Context: an optimization exercise on an open-source flow, tuned for small area, a short achievable clock period and few clock cycles per item. The choices shown serve that exercise and are no tape-out recipe.
Function was checked by simulation only, so behaviour that the tests miss may differ from the original.
Power figures rest on the tool's default switching activity, not on a simulated workload.

// sme_top
module sme_top (
    input  logic           clk,
    input  logic           rst_n,
    input  sme_pkg::char_t chardata,
    input  logic           isstring,
    input  logic           ispattern,
    output logic           out_valid,
    output logic           match,
    output logic [4:0]     match_index
);
Settings: LEC_CHECK=0, CAP_MARGIN=20, CORE_MARGIN=2, CORE_UTILIZATION=40, CTS_BUF_LIST=sky130_fd_sc_hd__clkbuf_16, CTS_CLUSTER_DIAMETER=100, CTS_CLUSTER_SIZE=26, PLACE_DENSITY=0.75, SETUP_SLACK_MARGIN=5, SLEW_MARGIN=20; clock period 8.0 ns.
run.sh (not shown) runs the stock make flow with config.mk's settings and CLKGATE_MAP_FILE= SYNTH_SCRIPT=/design/flow/synth_recipe.tcl, a recipe that flattens the netlist after the stock synthesis.
The first run passed the timing, design-rule and antenna checks.
Testbench counts at the start, summed over its fixed seeds: cycles 7,731, queries 512.
==> next run, changes <==
==> flow/flow/run.sh (new file) <==
#!/bin/bash
# Standard layout with a tighter setup repair target and stronger port buffers.
set -uo pipefail
bash standard.sh SETUP_SLACK_MARGIN=5.2 \
    "BUFFER_PORTS_ARGS=-buffer_cell sky130_fd_sc_hd__buf_2" \
    finish > standard.log 2>&1
==> flow/standard.sh (new file) <==
#!/bin/bash
# synth_recipe.tcl (not shown) runs the flow's synth.tcl, then flattens the netlist and writes it again
# the make line also repeats each setting of config.mk as NAME=value (left out here)
make -C /OpenROAD-flow-scripts/flow DESIGN_CONFIG=/design/flow/config.mk WORK_HOME=/design/flow/orfs CLKGATE_MAP_FILE= SYNTH_SCRIPT=/design/flow/synth_recipe.tcl "${@:-finish}"
CTS_CLUSTER_DIAMETER = 120   (was 100)
CTS_CLUSTER_SIZE = 30   (was 26)
PLACE_DENSITY = unset   (was 0.75)
removed: flow/run.sh
=> The changed run finished clean. Routed wire length rose by 1.7%. Total power fell by 1.7%. Final area fell by 0.79%. Die area is unchanged. Count of clock-buffer cells in the layout fell by 2. Global-route usage rose by 0.21 points. Setup slack gets better by 84 ps. Register-to-register slack gets better by 80 ps. Synthesized area stays the same. Sequential power barely changes. Worst hold slack gets worse by 16 ps.

sme_top, a different RTL version from the one above (not shown whole).
Size: roughly 320 flip-flops, about 19 I/O pins, about 14000 sq um of cells after synthesis.
clock: 8.0 ns
lec_check: 0
cap_margin: 20
core_margin: 2
core_utilization: 40
setup_slack_margin: 5
slew_margin: 20
standard.sh (not shown) runs the stock make flow with config.mk's settings and CLKGATE_MAP_FILE= SYNTH_SCRIPT=/design/flow/synth_recipe.tcl, a recipe that flattens the netlist after the stock synthesis.
==> flow/flow/run.sh <==
#!/bin/bash
# Standard layout with a tighter setup repair target and stronger port buffers.
set -uo pipefail
bash standard.sh SETUP_SLACK_MARGIN=5.6 \
    "BUFFER_PORTS_ARGS=-buffer_cell sky130_fd_sc_hd__buf_4" \
    finish > standard.log 2>&1
Testbench counts at the start, summed over its fixed seeds: cycles 7,731, queries 512.
Change:
- CORE_UTILIZATION: 40 -> 55
- CTS_BUF_LIST: unset -> sky130_fd_sc_hd__clkbuf_16
- CTS_CLUSTER_DIAMETER: unset -> 120
- CTS_CLUSTER_SIZE: unset -> 30
- PLACE_DENSITY: unset -> 0.65
Final area falls by 5.3%.
Register-to-register slack gets worse by 0.21 ns.
Fmax falls by 2.0%.
Final cell count falls by 11%.
Setup slack gets worse by 0.053 ns.
Die area falls by 27%.
Clock power falls by 43%.
Change:
- ABC_AREA: unset -> 1
- CORE_UTILIZATION: 55 -> 40
- PLACE_DENSITY: 0.65 -> unset
Result:
- via count goes up by 26%
- sequential power hardly moves
- cell count goes up by 45%
- routed wire length goes up by 19%
- final area goes up by 6.9%
Change:
- ABC_AREA: 1 -> unset
Effect: The changed run finished clean. Setup slack gets better by 0.020 ns. Sequential power is about the same. Power fell slightly. Clock-buffer cell count stays the same. Via count goes down by about a fifth. Critical path depth stays the same. Hold slack loses 0.045 ns. Synthesized cell count goes down by a quarter to a third. Combinational power drops by a few percent. Sequential cell count does not change. Area after synthesis came out lower by a few percent.

what the ideal ports hide:
Ports are ideal in the flow. The routed layouts listed here were re-timed in OpenROAD. Step 1 sets driving cells, clkbuf_16 on the clock port and buf_2 on the other inputs (assumed; they add their load-dependent delay and slew). Step 2 also shifts input and output timing later by t, the mid clock arrival at the registers, as if the neighbouring blocks saw the same clock. Slacks: ideal / step 1 / step 2; pairs: ideal / step 1.
| run | t, ns | setup slack, ns | worst slew at a driven data input, ns |
|---|---|---|---|
| the first run of note 1 | 0.554 | 5.190 / 5.190 / 4.749 | 0.04 |
| the second run of note 1 | 0.562 | 5.274 / 5.274 / 5.061 | 0.03 |
| the first run of note 2 | 0.555 | 5.398 / 5.348 / 5.221 | 0.04 |
| the second run of note 2 | 0.551 | 5.345 / 5.295 / 5.214 | 0.05 |
| the third run of note 2 | 0.554 | 5.360 / 5.312 / 5.505 | 0.04 |
| the fourth run of note 2 | 0.548 | 5.380 / 5.330 / 5.223 | 0.04 |
After both steps every run listed still meets setup and hold. The setup slack of the first run of note 1, which loses most, moves by 0.000 ns with the drivers and by -0.441 ns with both steps.
